From an optimization exercise on the open Yosys and OpenROAD flow, aimed at small area and few clock cycles per item; shortcuts taken in it are not production practice.
The RTL was checked by simulation tests, not by an equivalence proof against the original design.
Power is estimated from default activity; no workload was simulated.

==> flow/design.v (outline; a module is shown in full before it is edited, if it fits) <==
// module aqids_fa: 10 lines
// module aqids_ha: 9 lines
// module air_quality_index_daily_summary: 2482 lines
module air_quality_index_daily_summary #(
  parameter int PERIODS_PER_DAY = 6
) (
  input  logic                clk,
  input  logic                rst_n,
  input  logic                cfg_we,
  input  logic [1:0]          cfg_index,
  input  logic [13:0]         cfg_wdata,
  input  logic                in_valid,
  output logic                in_ready,
  input  logic [13:0]         in_pm25_tenths,
  input  logic [13:0]         in_co2_ppm,
  input  logic signed [10:0]  in_temperature_tenths,
  input  logic [9:0]          in_humidity_tenths,
  output logic                out_valid,
  input  logic                out_ready,
  output logic [8:0]          out_aqi_index,
  output logic [2:0]          out_aqi_level,
  output logic [1:0]          out_co2_level,
  output logic signed [11:0]  out_thi_tenths,
  output logic [1:0]          out_thi_level,
  output logic                out_day_done,
  output logic [8:0]          out_avg_aqi,
  output logic [13:0]         out_avg_co2,
  output logic signed [11:0]  out_avg_thi_tenths,
  output logic [2:0]          out_rec_aqi_level,
  output logic [1:0]          out_rec_co2_level,
  output logic [2:0]          out_rec_thi_level
);
  // ...
==> flow/flow/run.sh <==
#!/bin/bash
set -e
export BUFFER_PORTS_ARGS="-buffer_cell sky130_fd_sc_hd__buf_1"
export CTS_ARGS="-sink_clustering_enable -repair_clock_nets -buf_list {sky130_fd_sc_hd__clkbuf_4 sky130_fd_sc_hd__clkbuf_8} -dont_use_dummy_load"
bash standard.sh > standard.log 2>&1
==> flow/standard.sh <==
#!/bin/bash
# synth_recipe.tcl (not shown) runs the flow's synth.tcl, then flattens the netlist and writes it again
# the make line also repeats each setting of config.mk as NAME=value (left out here)
make -C /OpenROAD-flow-scripts/flow DESIGN_CONFIG=/design/flow/config.mk WORK_HOME=/design/flow/orfs CLKGATE_MAP_FILE= SYNTH_SCRIPT=/design/flow/synth_recipe.tcl "${@:-finish}"
==> flow/config.mk <==
export PLATFORM = sky130hd
export DESIGN_NAME = air_quality_index_daily_summary
export DESIGN_NICKNAME = air_quality_index_daily_summary
export VERILOG_FILES = /design/flow/design.v
export SDC_FILE = /design/flow/constraint.sdc
export NUM_CORES = 4
export LEC_CHECK = 0
export ABC_AREA = 1
export CAP_MARGIN = 20
export CORE_MARGIN = 2
export CORE_UTILIZATION = 40
export SLEW_MARGIN = 20
export SYNTH_HIERARCHICAL = 1
export SYNTH_MINIMUM_KEEP_SIZE = 0
==> flow/constraint.sdc <==
create_clock -name core_clock -period 11.0 [get_ports {clk}]
set_input_delay 2.2000 -clock core_clock [delete_from_list [all_inputs] [get_ports {clk}]]
set_output_delay 2.2000 -clock core_clock [all_outputs]
set_load 0.01 [all_outputs]
==> results.ini, run 1 <==
[place]
dp_slack_ps = 645

[timing]
drv_slew = 0
setup_slack_ps = 1100
hold_viol_final = 0

[detailed_routing]
top_layer_used = met4
wl_met1_mm = 22.5
met2WireLength_mm = 22.3

[critical_path]
crit_start = in_pm25_tenths[2]
crit_path_end_kind = flop
path_max_fanout = 9
r2r_cells = 28

[synth]
synthDistinctLibCells = 48
syn-num-nets = 2601
synth_area_sq_um = 18700

[cells_and_area]
multi_input_gates = 1513
buffer_area_frac = 0.0362
largest_reg_flops = 19

[global_route]
first_global_vias = 14721
grt_use_met1 = 0.286
grt_util_met2 = 0.333

[run_status]
outcome = timing/DRC/antenna clean

[job]
cap_violations = 0

[floorplan]
dieWidth_microns = 220

[cts]
post_cts_resized = 0

[worst_hold_path]
hold_depth = 2

[power_and_ir_drop]
combPwrFrac = 0.787
p_per_area_nw_per_um2 = 353
powerComb_uw = 5610
clkPwrFrac = 0.045

Testbench counts, summed over its fixed seeds: cycles 24,016, items 24,000.
==> run 2, diff against run 1 <==
==> flow/flow/run.sh (replaced) <==
#!/bin/bash
set -e
export BUFFER_PORTS_ARGS="-buffer_cell sky130_fd_sc_hd__buf_1"
export CTS_ARGS="-sink_clustering_enable -repair_clock_nets -buf_list sky130_fd_sc_hd__clkbuf_16 -sink_clustering_size 30 -sink_clustering_max_diameter 150 -dont_use_dummy_load"
bash standard.sh > standard.log 2>&1
==> run 2 against run 1 <==
Still clean. Synthesized area unchanged. Synthesized cell count unchanged. Via count increased by 0.35%. Routed wire length increased by 0.39%. Global-route usage increased by 0.068 points. Register-to-register slack about the same. Non-clock buffer count unchanged. Setup slack got worse by 59 ps. Cell count unchanged.
==> results.ini, run 2 <==
[run_status]
outcome = timing/DRC/antenna clean

[synth]
ys_ff_latch = 154
synth_xor_xnor_area_share = 0.0356
synth_top_family_by_area = adder cells
synth_top_cell_by_area = fa_1
synthArstFlopShare = 0
synth_area_sq_um = 18700  ; unchanged
ys_seq_area_frac = 0.222
synthMuxAreaShare = 0.00161
synth_ff_type = edfxtp_1
yosys.area_share.simple = 0.157
avgSynthCellArea_sq_um = 8.78
synth_fa_ha_area_frac = 0.382
synthDistinctLibCells = 48  ; unchanged
synth_top_area_frac = 0.302
synth_edf_count = 107
ys_top_cells_by_area = fa_1 30%, edfxtp_1 17%, ha_1 8.0%
synth_common_cells = 382 x inv_1, 297 x nand2_1, 282 x fa_1, 256 x nor2_1, 119 x ha_1
synth_compound_area_frac = 0.108
syn-num-nets = 2601  ; unchanged
yosysMostFrequentCell = inv_1
synthCells = 2130
ys_warn_count = 7

[global_route]
gr-total-overflow = 0
grt_pass1_wl_mm = 77.0
track_usage = 0.203
grt_max_degree = 67
first_global_vias = 14786  ; +0.44%
antenna_found_initial = 0

[detailed_routing]
wl_mm = 48.1
drc = 0
ant_nets = 0
via_per_inst = 5.12
dr.pass1.iters = 5
drt_iter0_markers = 1013
vias = 14653
wl_per_cell_microns = 16.8

[timing]
rsz0062_at_grt = false
fin_crit_sh = 0.905
layout_min_cycle_time_ps = 9960
hold_viol_final = 0  ; unchanged
max_clock_freq_ghz = 0.100
tns_ps = 0
setup_viol = 0
finalClockSkew_ps = 25.4
drv_slew = 0  ; unchanged
slew_headroom = 0.364
tightest_slew_ps = 946

[power_and_ir_drop]
clkPwrFrac = 0.065  ; +0.020
seq_power_share = 0.164
combPwrFrac = 0.771  ; -0.016
p_leak_uw = 0.00944
switching_share = 0.493
p_total_uw = 7300
p_int_uw = 3700
peakVddDrop_mv = 0.256
p_per_area_nw_per_um2 = 358  ; +1.4%
switchingPower_uw = 3600

[critical_path]
r2r_slack_ps = 1600
worstSetupPathType = in -> reg
worstSetupStartpointType = input pin
max_stage_delay_ps = 570
path_max_fanout = 9  ; unchanged
slowest_stage = fa_1
cp_common_cell = fa_1
timing.rr.start = s1_thi_z_r[14]
r2r_cells = 28  ; unchanged
crit_path_end_kind = flop
reg2reg_to = sum_thi_r[13]
crit_arrival_ps = 10140
cp_data_required_time_ps = 11180

[cts]
clockRootBuffer = clkbuf_16
cts_sinks = 154
cts_hold_buf = 0
post_cts.repair.setup_buffers = 0
post_cts_resized = 0  ; unchanged
cts_max_level = 4
clk_latency_ps = 440
path_clk_slew_ps = 70
cts_made_buffers = 17
cts_buffer_depth = 2
cts_tree = done

[cells_and_area]
register_area_sq_um = 4150
syn_to_final_growth_pct = 9.09
top_regs = s1_thi_z_r: 19 flops, sum_co2_r: 16 flops
top_register = s1_thi_z_r
final_cell_mix = 381 x inv_1, 297 x nand2_1, 282 x fa_1
drive_above_1_share = 0.0506
largest_reg_flops = 19  ; unchanged
mostFrequentLayoutCell = inv_1
nets = 2727
diodes = 0
nFillCells = 4535
multi_input_area_sq_um = 12800

[place]
dp_hpwl_mm = 39.4
io_buffers = 143
gp_congestion = 0.901

[floorplan]
io_pins = 144
core-area_sq_um = 46400
rows = 79
dieArea_sq_um = 48500
dieWidth_microns = 220  ; unchanged
start_util = 0.403
die_y_microns = 220

[worst_hold_path]
hp-start = co2_high_r[0]
hold-path-endpoint = co2_high_r[0]
hold_path.class = reg -> reg
hold_depth = 2  ; unchanged

[job]
cap_violations = 0  ; unchanged

==> run 2: cell counts after synthesis <==
No cell type changed its count.
==> run 2: cell type report <==
class                           count  share of cell area
Multi-Input combinational cell   1513               0.629
Sequential cell                   154               0.204
Inverter                          401              0.0738
Tap cell                          607              0.0372
Timing Repair Buffer              169              0.0359
Clock buffer                       17              0.0209
==> run 2: worst max-delay path by stage <==
stage,from,to,slack (ps)
finish,in_pm25_tenths[2],s1_aqi_r[8],1040
global route,in_pm25_tenths[2],s1_aqi_r[8],540
CTS,in_pm25_tenths[2],s1_aqi_r[8],1090
detailed placement,in_pm25_tenths[2],s1_aqi_r[8],650
global placement,in_pm25_tenths[2],s1_aqi_r[8],790
floorplan,in_pm25_tenths[2],s1_aqi_r[8],1630
==> run 2: kinds of logic (layout without fill, tap and decap cells) <==
| logic type | count (synthesis) | count (layout) |
|---|---|---|
| and+or+nand+nor | 701 | 701 |
| buffers and inverters | 463 | 587 |
| adders and majority gates | 402 | 402 |
| AOI/OAI and AO/OA | 331 | 331 |
| DFF | 154 | 154 |
| xor gates and xnor gates | 76 | 76 |
| muxes | 3 | 3 |
==> run 2: metrics by stage <==
stage / setup slack [ps] / std cells / utilization / area, sq um / hold slack, ps
finish: 1040 / 2861 / 0.440 / 20400 / 461
detailed placement: 645 / 2844 / 0.431 / 20000 / 452
CTS: 1090 / 2861 / 0.440 / 20400 / 463
floorplan: 1630 / 2130 / - / 18700 / 430
global placement: 786 / 2844 / 0.431 / 20000 / 445
global route: 544 / 2861 / 0.440 / 20400 / 486
==> run 2: power groups by stage <==
stage	Sequential [uW]	Combinational, uW	Clock, uW
floorplan	1180	4290	0
global placement	1210	5490	0
detailed placement	1210	5690	0
CTS	1200	5740	490
global route	1220	6640	509
finish	1200	5630	473
==> run 2: per-module statistics from Yosys, one instance, submodules excluded <==
module / area, sq um / copies in the design / flip-flops and latches / cells inside
air_quality_index_daily_summary: 12700 / 1 / 154 / 1811
aqids_ha: 12.5 / 53 / 0 / 1
aqids_fa: 20.0 / 266 / 0 / 1
==> run 2: per-layer routing <==
| layer | global-route usage | vias to the layer above | wire, microns |
|---|---|---|---|
| li1 | - | 7067 | - |
| met5 | 0 | - | 0 |
| met2 | 0.336 | 374 | 22600 |
| met4 | 0.0385 | 0 | 413 |
| met3 | 0.0258 | 23 | 2480 |
| met1 | 0.288 | 7189 | 22600 |
==> run 2: worst max-delay path, delay by kind of cell <==
| kind | cells | cell delay, ps |
|---|---|---|
| AO/OA/AOI/OAI | 11 | 1790 |
| XOR/XNOR | 2 | 360 |
| adder cells (fa/ha/maj) | 7 | 3290 |
| buffers and inverters | 6 | 1250 |
| AND/OR/NAND/NOR | 10 | 1230 |
==> run 3, diff against run 2 <==
==> flow/flow/run.sh (replaced) <==
#!/bin/bash
# Layout flow: the standard flow (standard.sh), with
#  - the port buffers made of the smallest buffer cell (buf_1) instead of the
#    resizer's default choice (a delay buffer), and
#  - clock tree synthesis with clkbuf_8 buffers and without dummy loads.
set -e
export BUFFER_PORTS_ARGS="-buffer_cell sky130_fd_sc_hd__buf_1"
export CTS_ARGS="-sink_clustering_enable -repair_clock_nets -buf_list sky130_fd_sc_hd__clkbuf_8 -dont_use_dummy_load"
bash standard.sh > standard.log 2>&1
==> run 3 against run 2 <==
Still clean on timing, DRC and antenna. Via count down 0.35%. Utilization down 0.41 points. Setup slack better by 59 ps. Synthesized cell count unchanged. Routed wire length down 0.39%. Cell count unchanged. Clock power down 32%. Critical path type unchanged. Largest power group unchanged. Highest routed layer unchanged.
==> results.ini, run 3 <==
[run_status]
outcome = timing/DRC/antenna clean

[critical_path]
max_stage_delay_ps = 570  ; about the same
r2r_cells = 28  ; unchanged
worstSetupPathType = in -> reg
worstSetupStartpointType = input pin
cp_common_cell = fa_1
crit_arrival_ps = 10130  ; about the same
path_max_fanout = 9  ; unchanged
critical_path.top_delay_family = adder cells
crit_path_end_kind = flop
cp_data_required_time_ps = 11230  ; +50 ps
reg2reg_to = sum_thi_r[13]
r2r_slack_ps = 1610  ; about the same
path_buf_inv = 6  ; unchanged
crit_cells = 36  ; unchanged
crit_end = s1_aqi_r[8]
timing.rr.start = s1_thi_z_r[14]
crit_start = in_pm25_tenths[2]
slowest_stage = fa_1

[detailed_routing]
via_per_inst = 5.10  ; -0.35%
vias = 14602  ; -0.35%
drt_iter0_markers = 1040  ; +2.7%
ant_nets = 0  ; unchanged
dr.pass1.iters = 6  ; +1
drc = 0  ; unchanged
wl_per_cell_microns = 16.7  ; -0.39%
wl_mm = 47.9  ; -0.39%

[cells_and_area]
design_area_sq_um = 20200  ; -0.94%
top_register = s1_thi_z_r
syn_to_final_growth_pct = 8.06
mostFrequentLayoutCell = inv_1
nFillCells = 4550  ; +0.33%
largest_reg_flops = 19  ; unchanged
nets = 2727  ; unchanged
instances_no_fill = 2861  ; unchanged
final_cell_mix = 381 x inv_1, 297 x nand2_1, 282 x fa_1
top_regs = s1_thi_z_r: 19 flops, sum_co2_r: 16 flops
drive_above_1_share = 0.0506  ; unchanged
diodes = 0  ; unchanged

[power_and_ir_drop]
seq_power_share = 0.168  ; +0.004
p_per_area_nw_per_um2 = 353  ; -1.4%
switchingPower_uw = 3570  ; -0.76%
clkPwrFrac = 0.045  ; -0.020
combPwrFrac = 0.787  ; +0.016
p_int_uw = 3560  ; -3.8%
peakVddDrop_mv = 0.255  ; -0.26%
switching_share = 0.501  ; +0.00773
p_leak_uw = 0.00936  ; -0.92%

[cts]
post_cts.repair.setup_buffers = 0  ; unchanged
cts_hold_buf = 0  ; unchanged
cts_max_level = 4  ; unchanged
clockRootBuffer = clkbuf_8
clk_latency_ps = 490  ; +50 ps
cts_sinks = 154  ; unchanged
cts_buffer_depth = 2  ; unchanged
post_cts_resized = 0  ; unchanged
cts_made_buffers = 17  ; unchanged
path_clk_slew_ps = 100  ; +30 ps
cts_tree = done

[place]
dp_hpwl_mm = 39.4  ; unchanged
gp_congestion = 0.901  ; unchanged
placed_area_sq_um = 20000  ; unchanged
numPlacedInstances = 2844  ; unchanged
io_buffers = 143  ; unchanged

[global_route]
grt_util_met2 = 0.333  ; -0.00313
track_usage = 0.203  ; -0.000685
gr-total-overflow = 0  ; unchanged
grt_max_degree = 67  ; unchanged
first_global_vias = 14721  ; -0.44%
grt_use_met1 = 0.286  ; -0.00165
antenna_found_initial = 0  ; unchanged
grtUsageMet3 = 0.0285  ; +0.00261
grt_pass1_wl_mm = 76.6  ; -0.46%
top_usage_layer = met2

[synth]
synth_edf_count = 107  ; unchanged
syn-num-nets = 2601  ; unchanged
ys_top_cells_by_area = fa_1 30%, edfxtp_1 17%, ha_1 8.0%
ys_seq_area_frac = 0.222  ; unchanged
synth_area_sq_um = 18700  ; unchanged
ys_ff_latch = 154  ; unchanged
synthDistinctLibCells = 48  ; unchanged
synthArstFlopShare = 0  ; unchanged
synthCells = 2130  ; unchanged
synth_ff_type = edfxtp_1
avgSynthCellArea_sq_um = 8.78  ; unchanged
synth_top_cell_by_area = fa_1
synth_top_area_frac = 0.302  ; unchanged
synth_common_cells = 382 x inv_1, 297 x nand2_1, 282 x fa_1, 256 x nor2_1, 119 x ha_1
ys_warn_count = 7  ; unchanged
yosysMostFrequentCell = inv_1

[timing]
max_clock_freq_ghz = 0.101  ; +0.60%
rsz0062_at_grt = false
tns_ps = 0  ; unchanged
tightest_slew_ps = 945  ; -1.11 ps
drv_slew = 0  ; unchanged
fin_crit_sh = 0.900  ; -0.00536
setup_viol = 0  ; unchanged
hold_viol_final = 0  ; unchanged
layout_min_cycle_time_ps = 9900  ; -58.9 ps
whs_ps = 463  ; +2.75 ps
slew_headroom = 0.365  ; +0.000745
finalClockSkew_ps = 40.0  ; +14.6 ps

[floorplan]
start_util = 0.403  ; unchanged
rows = 79  ; unchanged
dieWidth_microns = 220  ; unchanged
core-area_sq_um = 46400  ; unchanged
io_pins = 144  ; unchanged
die_y_microns = 220  ; unchanged
dieArea_sq_um = 48500  ; unchanged

[worst_hold_path]
hold_path.class = reg -> reg
hold_depth = 2  ; unchanged

[job]
cap_violations = 0  ; unchanged

## run 3: changes by cell type in the layout (fill, tap and decap cells not counted)
cell and delta:
clkbuf_16 -17, clkbuf_8 +17
## run 3: per-stage QoR
stage	power (uW)	worst slack, ps	utilization
finish	7130	1100	0.436
global route	8210	609	0.436
CTS	7270	1160	0.436
detailed placement	6900	645	0.431
global placement	6690	786	0.431
floorplan	5470	1630	-
## run 3: cell type report
cell class	count	area (sq um)	share of cell area
clock buffer	17	234	0.0116
sequential	154	4150	0.206
timing repair buffer	169	732	0.0362
tap	607	759	0.0376
multi-input combinational	1513	12800	0.635
inverter	401	1510	0.0745
## run 3: tightest hold or removal path, stage by stage (launching register included)
cell and delay [ps]:
dfxtp_1 310, inv_1 60, a21oi_1 60
## run 3: worst min-delay path by stage
stage,start,endpoint,slack [ps]
final,co2_high_r[0],co2_high_r[0],460
after global routing,s1_aqi_r[0],s2_aqi_r[0],490
after detailed placement,co2_high_r[0],co2_high_r[0],450
after global placement,co2_high_r[0],co2_high_r[0],440
after CTS,co2_high_r[0],co2_high_r[0],470
after floorplan,co2_high_r[0],co2_high_r[0],430
## run 3: logic make-up (layout without fill, tap and decap cells)
group           after synthesis  count (layout)  synth area share
simple gates                701             701             0.157
fa+ha+maj                   402             402             0.382
flops                       154             154             0.222
compound gates              331             331             0.108
buf+inv                     463             587            0.0930
mux                           3               3           0.00161
xor+xnor                     76              76            0.0356
## run 3: power groups by stage
stage                     logic [uW]  registers (uW)  clock network, uW
after floorplan                 4290            1180                  0
after global placement          5490            1210                  0
after detailed placement        5690            1210                  0
after CTS                       5730            1200                342
after global routing            6630            1220                358
final                           5610            1200                324
## run 3: per-layer routing
metal  vias up  share of wire  wire (microns)
met4         0         0.0091             436
li1       7068              -               -
met2       386           0.46           22300
met5         -              0               0
met3        22          0.057            2750
met1      7126           0.47           22500
## run 3: modules after synthesis, one instance, submodules excluded
module	copies in the design	cells inside
aqids_fa	266	1
aqids_ha	53	1
air_quality_index_daily_summary	1	1811

afterwards: timing with drivers on the ports:
The flow's constraints put no driver on any port. The routed layouts listed below were extracted and timed again, unchanged, in two steps. Step 1 sets driving cells, clkbuf_16 on the clock port and buf_2 on the other inputs (assumed; they add their load-dependent delay and slew). Step 2 adds t to the input delays and takes it off the output delays; t is the mean of the earliest and latest rising clock arrival at the registers after step 1. Input paths then give back, and output paths get back, about the clock's delay inside the block. Slacks: ideal / step 1 / step 2; pairs: ideal / step 1.
| run | shift t [ns] | setup WS [ns] | latest minus earliest clock arrival (ns) | worst register clock-pin slew, ns | worst data-port slew with drivers (ns) |
|---|---|---|---|---|---|
| run 1 | 0.517 | 1.099 / 1.118 / 0.601 | 0.040 / 0.040 | 0.10 / 0.10 | 0.04 |
| run 2 | 0.476 | 1.040 / 1.063 / 0.587 | 0.026 / 0.026 | 0.07 / 0.07 | 0.04 |
| run 3 | 0.517 | 1.099 / 1.118 / 0.601 | 0.040 / 0.040 | 0.10 / 0.10 | 0.04 |
After both steps setup and hold are still met in every run listed.
